Source: an optimization exercise on an open RTL-to-GDS flow (aim: a short achievable clock period and few clock cycles). Production flows keep margins and buffers that such runs may drop. Function was checked by simulation only, so behaviour that the tests miss may differ from the original. Power figures rest on the tool's default switching activity, not on a simulated workload.

Setup of wip/ember:
==> flow/design.v (excerpt) <==
module mipsPipeline (
	input  logic             clk,
	input  logic             rstN,
	output logic [32-1:0] imemAddr,
	input  logic [32-1:0] imemData,
	output logic [32-1:0] dataAddr,
	output logic [32-1:0] dataWdata,
	output logic             dataWrite,
	input  logic [32-1:0] dataRdata
);
	logic [32-1:0]       pc;
	logic                   dValid;
	logic                   dJumped;   
	logic                   dSame;     
	logic [32-1:0]       dInstr;
	logic [32-1:0]       dPc4;
	logic [32-1:0]  dRsSel;    
	logic [32-1:0]  dRtSel;
	logic                   dStall;    
	logic [6:0]             dSelA;     
	logic [6:0]             dSelB;
	logic [6:0]             dSelRt;
	logic                   dUseImm;
	logic [32-1:0]       dImmB;
	logic [4:0]             dOps;      
	logic                   dIsLw, dIsSw, dCondBeq, dWe;
	logic [5-1:0] dDest;
	logic                   eWe;       
	logic                   eLoad;     
	logic                   eStore;
	logic                   eBranch;   
	logic                   eOff1;     
	logic                   eStLd;     
	logic                   eOpAdd, eOpSub, eOpAnd, eOpOr, eOpSlt;
	logic [5-1:0] eDest;
	logic [32-1:0]       eA;
	logic [32-1:0]       eB;
	logic [32-1:0]       eRt;
	logic [32-1:0]       eTarget;
	logic                   mWe;
	logic                   mLoad;
	logic                   mWrite;
	logic [5-1:0] mDest;
	logic [32-1:0]       mRes;
	logic [32-1:0]       mSt;
	logic [32-1:0] mwVal;
	assign dataAddr  = mRes;
	assign dataWdata = mSt;
	assign dataWrite = mWrite;
	assign mwVal     = mLoad ? dataRdata : mRes;
	logic [5-1:0] rs, rt;
	logic [15:0]            imm16;
	logic                   opAdd, opSub, opAnd, opOr, opSlt;
	logic                   isLw, isSw, condBeq, we;
	logic [5-1:0] dest;
	logic [32-1:0]       rfA, rfB;
	assign rs    = dInstr[25:21];
	assign rt    = dInstr[20:16];
	assign imm16 = dInstr[15:0];
	assign opAdd   = dOps[4];
	assign opSub   = dOps[3];
	assign opAnd   = dOps[2];
	assign opOr    = dOps[1];
	assign opSlt   = dOps[0];
	assign isLw    = dValid && dIsLw;
	assign isSw    = dValid && dIsSw;
	assign condBeq = dValid && dCondBeq;
	assign dest    = dDest;
	assign we      = dValid && dWe;
	regFile regs (
		.clk       (clk),
		.rstN      (rstN),
		.writeEn   (mWe),
		.writeAddr (mDest),
		.writeData (mwVal),
		.readSelA  (dRsSel),
  ...
For scale: ~6700 cells after synthesis, roughly 75000 um2 of cells after synthesis.
export LEC_CHECK = 0
export ABC_CLOCK_PERIOD_IN_PS = 10
export CAP_MARGIN = 20
export CELL_PAD_IN_SITES_DETAIL_PLACEMENT = 1
export CELL_PAD_IN_SITES_GLOBAL_PLACEMENT = 2
export CORE_MARGIN = 2
export CORE_UTILIZATION = 40
export SETUP_SLACK_MARGIN = 4.6
export SLEW_MARGIN = 20
export SYNTH_HIERARCHICAL = 1
export SYNTH_MINIMUM_KEEP_SIZE = 0
create_clock -name core_clock -period 7.5 [get_ports {clk}]
standard.sh (not shown) runs the stock make flow with config.mk's settings and CLKGATE_MAP_FILE= SYNTH_SCRIPT=/design/flow/synth_recipe.tcl, a recipe that flattens the netlist after the stock synthesis.
==> flow/flow/run.sh <==
#!/bin/bash
# Layout flow: the standard ORFS flow (standard.sh: the standard
# synthesis script and steps), with these settings changed:
#  - port buffers are buf_6 instead of the default delay-buffer cell, and
#  - the cells in flow/dont_use.txt (4-input OR/NOR, 5-input AOI/OAI,
#    majority and adder cells; slow or hard to optimise around) are added
#    to the platform's don't-use list, so synthesis maps to other gates.
# make's full output goes to flow_make.log in this folder; ORFS keeps each
# step's log under orfs/logs/.
set -euo pipefail
here=$(pwd)
{
	echo "include $here/config.mk"
	echo "export BUFFER_PORTS_ARGS = -buffer_cell sky130_fd_sc_hd__buf_6"
	echo "export DONT_USE_CELLS = $(tr '\n' ' ' < "$here/flow/dont_use.txt")"
} > "$here/flow_config.mk"
bash standard.sh "DESIGN_CONFIG=$here/flow_config.mk" finish > flow_make.log 2>&1
==> flow/flow/dont_use.txt <==
sky130_fd_sc_hd__or4_0
sky130_fd_sc_hd__or4_1
sky130_fd_sc_hd__or4_2
sky130_fd_sc_hd__or4_4
sky130_fd_sc_hd__or4b_0
sky130_fd_sc_hd__or4b_1
sky130_fd_sc_hd__or4b_2
sky130_fd_sc_hd__or4b_4
sky130_fd_sc_hd__or4bb_0
sky130_fd_sc_hd__or4bb_1
sky130_fd_sc_hd__or4bb_2
sky130_fd_sc_hd__or4bb_4
sky130_fd_sc_hd__nor4_0
sky130_fd_sc_hd__nor4_1
sky130_fd_sc_hd__nor4_2
sky130_fd_sc_hd__nor4_4
sky130_fd_sc_hd__nor4b_0
sky130_fd_sc_hd__nor4b_1
sky130_fd_sc_hd__nor4b_2
sky130_fd_sc_hd__nor4b_4
sky130_fd_sc_hd__nor4bb_0
sky130_fd_sc_hd__nor4bb_1
sky130_fd_sc_hd__nor4bb_2
sky130_fd_sc_hd__nor4bb_4
sky130_fd_sc_hd__a2111o_0
sky130_fd_sc_hd__a2111o_1
sky130_fd_sc_hd__a2111o_2
sky130_fd_sc_hd__a2111o_4
sky130_fd_sc_hd__a2111oi_0
sky130_fd_sc_hd__a2111oi_1
sky130_fd_sc_hd__a2111oi_2
sky130_fd_sc_hd__a2111oi_4
sky130_fd_sc_hd__o2111a_0
sky130_fd_sc_hd__o2111a_1
sky130_fd_sc_hd__o2111a_2
sky130_fd_sc_hd__o2111a_4
sky130_fd_sc_hd__o2111ai_0
sky130_fd_sc_hd__o2111ai_1
sky130_fd_sc_hd__o2111ai_2
sky130_fd_sc_hd__o2111ai_4
sky130_fd_sc_hd__fa_0
sky130_fd_sc_hd__fa_1
sky130_fd_sc_hd__fa_2
sky130_fd_sc_hd__fa_4
sky130_fd_sc_hd__ha_0
sky130_fd_sc_hd__ha_1
sky130_fd_sc_hd__ha_2
sky130_fd_sc_hd__ha_4
sky130_fd_sc_hd__maj3_0
sky130_fd_sc_hd__maj3_1
sky130_fd_sc_hd__maj3_2
sky130_fd_sc_hd__maj3_4
sky130_fd_sc_hd__fah_0
sky130_fd_sc_hd__fah_1
sky130_fd_sc_hd__fah_2
sky130_fd_sc_hd__fah_4
sky130_fd_sc_hd__fahcin_0
sky130_fd_sc_hd__fahcin_1
sky130_fd_sc_hd__fahcin_2
sky130_fd_sc_hd__fahcin_4
sky130_fd_sc_hd__fahcon_0
sky130_fd_sc_hd__fahcon_1
sky130_fd_sc_hd__fahcon_2
sky130_fd_sc_hd__fahcon_4
wip/ember: no failed stages, no open violations at the end
Testbench counts of wip/ember, summed over its fixed seeds: cycles 57,175.
## Diff of input files: wip/sierra against wip/ember
# wip/ember
export LEC_CHECK = 0
export ABC_CLOCK_PERIOD_IN_PS = 10
export CAP_MARGIN = 20
export CELL_PAD_IN_SITES_DETAIL_PLACEMENT = 1
export CELL_PAD_IN_SITES_GLOBAL_PLACEMENT = 2
export CORE_MARGIN = 2
export CORE_UTILIZATION = 40
export SETUP_SLACK_MARGIN = 4.6
export SLEW_MARGIN = 20
export SYNTH_HIERARCHICAL = 1
export SYNTH_MINIMUM_KEEP_SIZE = 0
create_clock -name core_clock -period 7.5 [get_ports {clk}]
# wip/sierra
export LEC_CHECK = 0
export ABC_CLOCK_PERIOD_IN_PS = 10
export CAP_MARGIN = 20
export CORE_MARGIN = 2
export CORE_UTILIZATION = 40
export SETUP_SLACK_MARGIN = 5.0
export SLEW_MARGIN = 20
export SYNTH_HIERARCHICAL = 1
export SYNTH_MINIMUM_KEEP_SIZE = 0
create_clock -name core_clock -period 7.5 [get_ports {clk}]
==> flow/flow/run.sh <==
#!/bin/bash
# Layout flow: the standard ORFS flow (standard.sh: the standard
# synthesis script and steps), with these settings changed:
#  - port buffers are buf_6 instead of the default delay-buffer cell,
#  - timing repair may change a cell's footprint, and
#  - the cells in flow/dont_use.txt (4-input OR/NOR, 5-input AOI/OAI,
#    majority and adder cells; slow or hard to optimise around) are added
#    to the platform's don't-use list, so synthesis maps to other gates.
# make's full output goes to flow_make.log in this folder; ORFS keeps each
# step's log under orfs/logs/.
set -euo pipefail
here=$(pwd)
{
	echo "include $here/config.mk"
	echo "export BUFFER_PORTS_ARGS = -buffer_cell sky130_fd_sc_hd__buf_6"
	echo "export DONT_USE_CELLS = $(tr '\n' ' ' < "$here/flow/dont_use.txt")"
} > "$here/flow_config.mk"
bash standard.sh \
	"DESIGN_CONFIG=$here/flow_config.mk" \
	"MATCH_CELL_FOOTPRINT=0" \
	finish > flow_make.log 2>&1
Notes after the runs:
- wip/ember → wip/sierra: power share of the sequential group rose 0.3 points, post-detailed-route via-to-cell ratio saw an increase, combinational cell fraction of total power increased 2.0 points, peak supply drop fell by 47 uV.
- Compared wip/sierra vs wip/ember, and clock insertion delay at the later pin of the skew report is down in wip/sierra.
- Compared with wip/ember, wip/sierra shows routed length on met3 higher by 35%.
- met3 usage in global routing in wip/sierra is 5.3 points higher than in wip/ember
- Looking at critical path startpoint, the dRsSel[29]$_SDFFCE_PN0N_ result is from wip/sierra; the dRsSel[7]$_SDFFCE_PP0N_ one comes from wip/ember.
- Dominant power group = the clock network: wip/ember; dominant power group = sequential cells: wip/sierra

-- re-timing with driven ports --
No port has a modelled driver above. Below, the same layouts with a new extraction and two added sets of constraints. Step 1 assumes that a clkbuf_16 drives the clock port and a buf_2 every other input. Step 2 also shifts input and output timing later by t, the mid clock arrival at the registers, as if the neighbouring blocks saw the same clock. Slacks: no drivers / after step 1 / after step 2; pairs: no drivers / after step 1.
run | t (ns) | setup slack, ns | worst setup path after step 2 | slew at the worst register clock pin (ns) | cell pins on the clock port's net
wip/ember | 0.932 | 4.403 / 4.403 / 3.827 | input to register | 0.07 / 0.07 | 1
wip/sierra | 0.899 | 4.494 / 4.494 / 4.071 | input to register | 0.07 / 0.07 | 1
After both steps setup and hold are still met in every run listed. The setup slack of wip/ember, which loses most, moves by 0.000 ns with the drivers and by -0.576 ns with both steps.
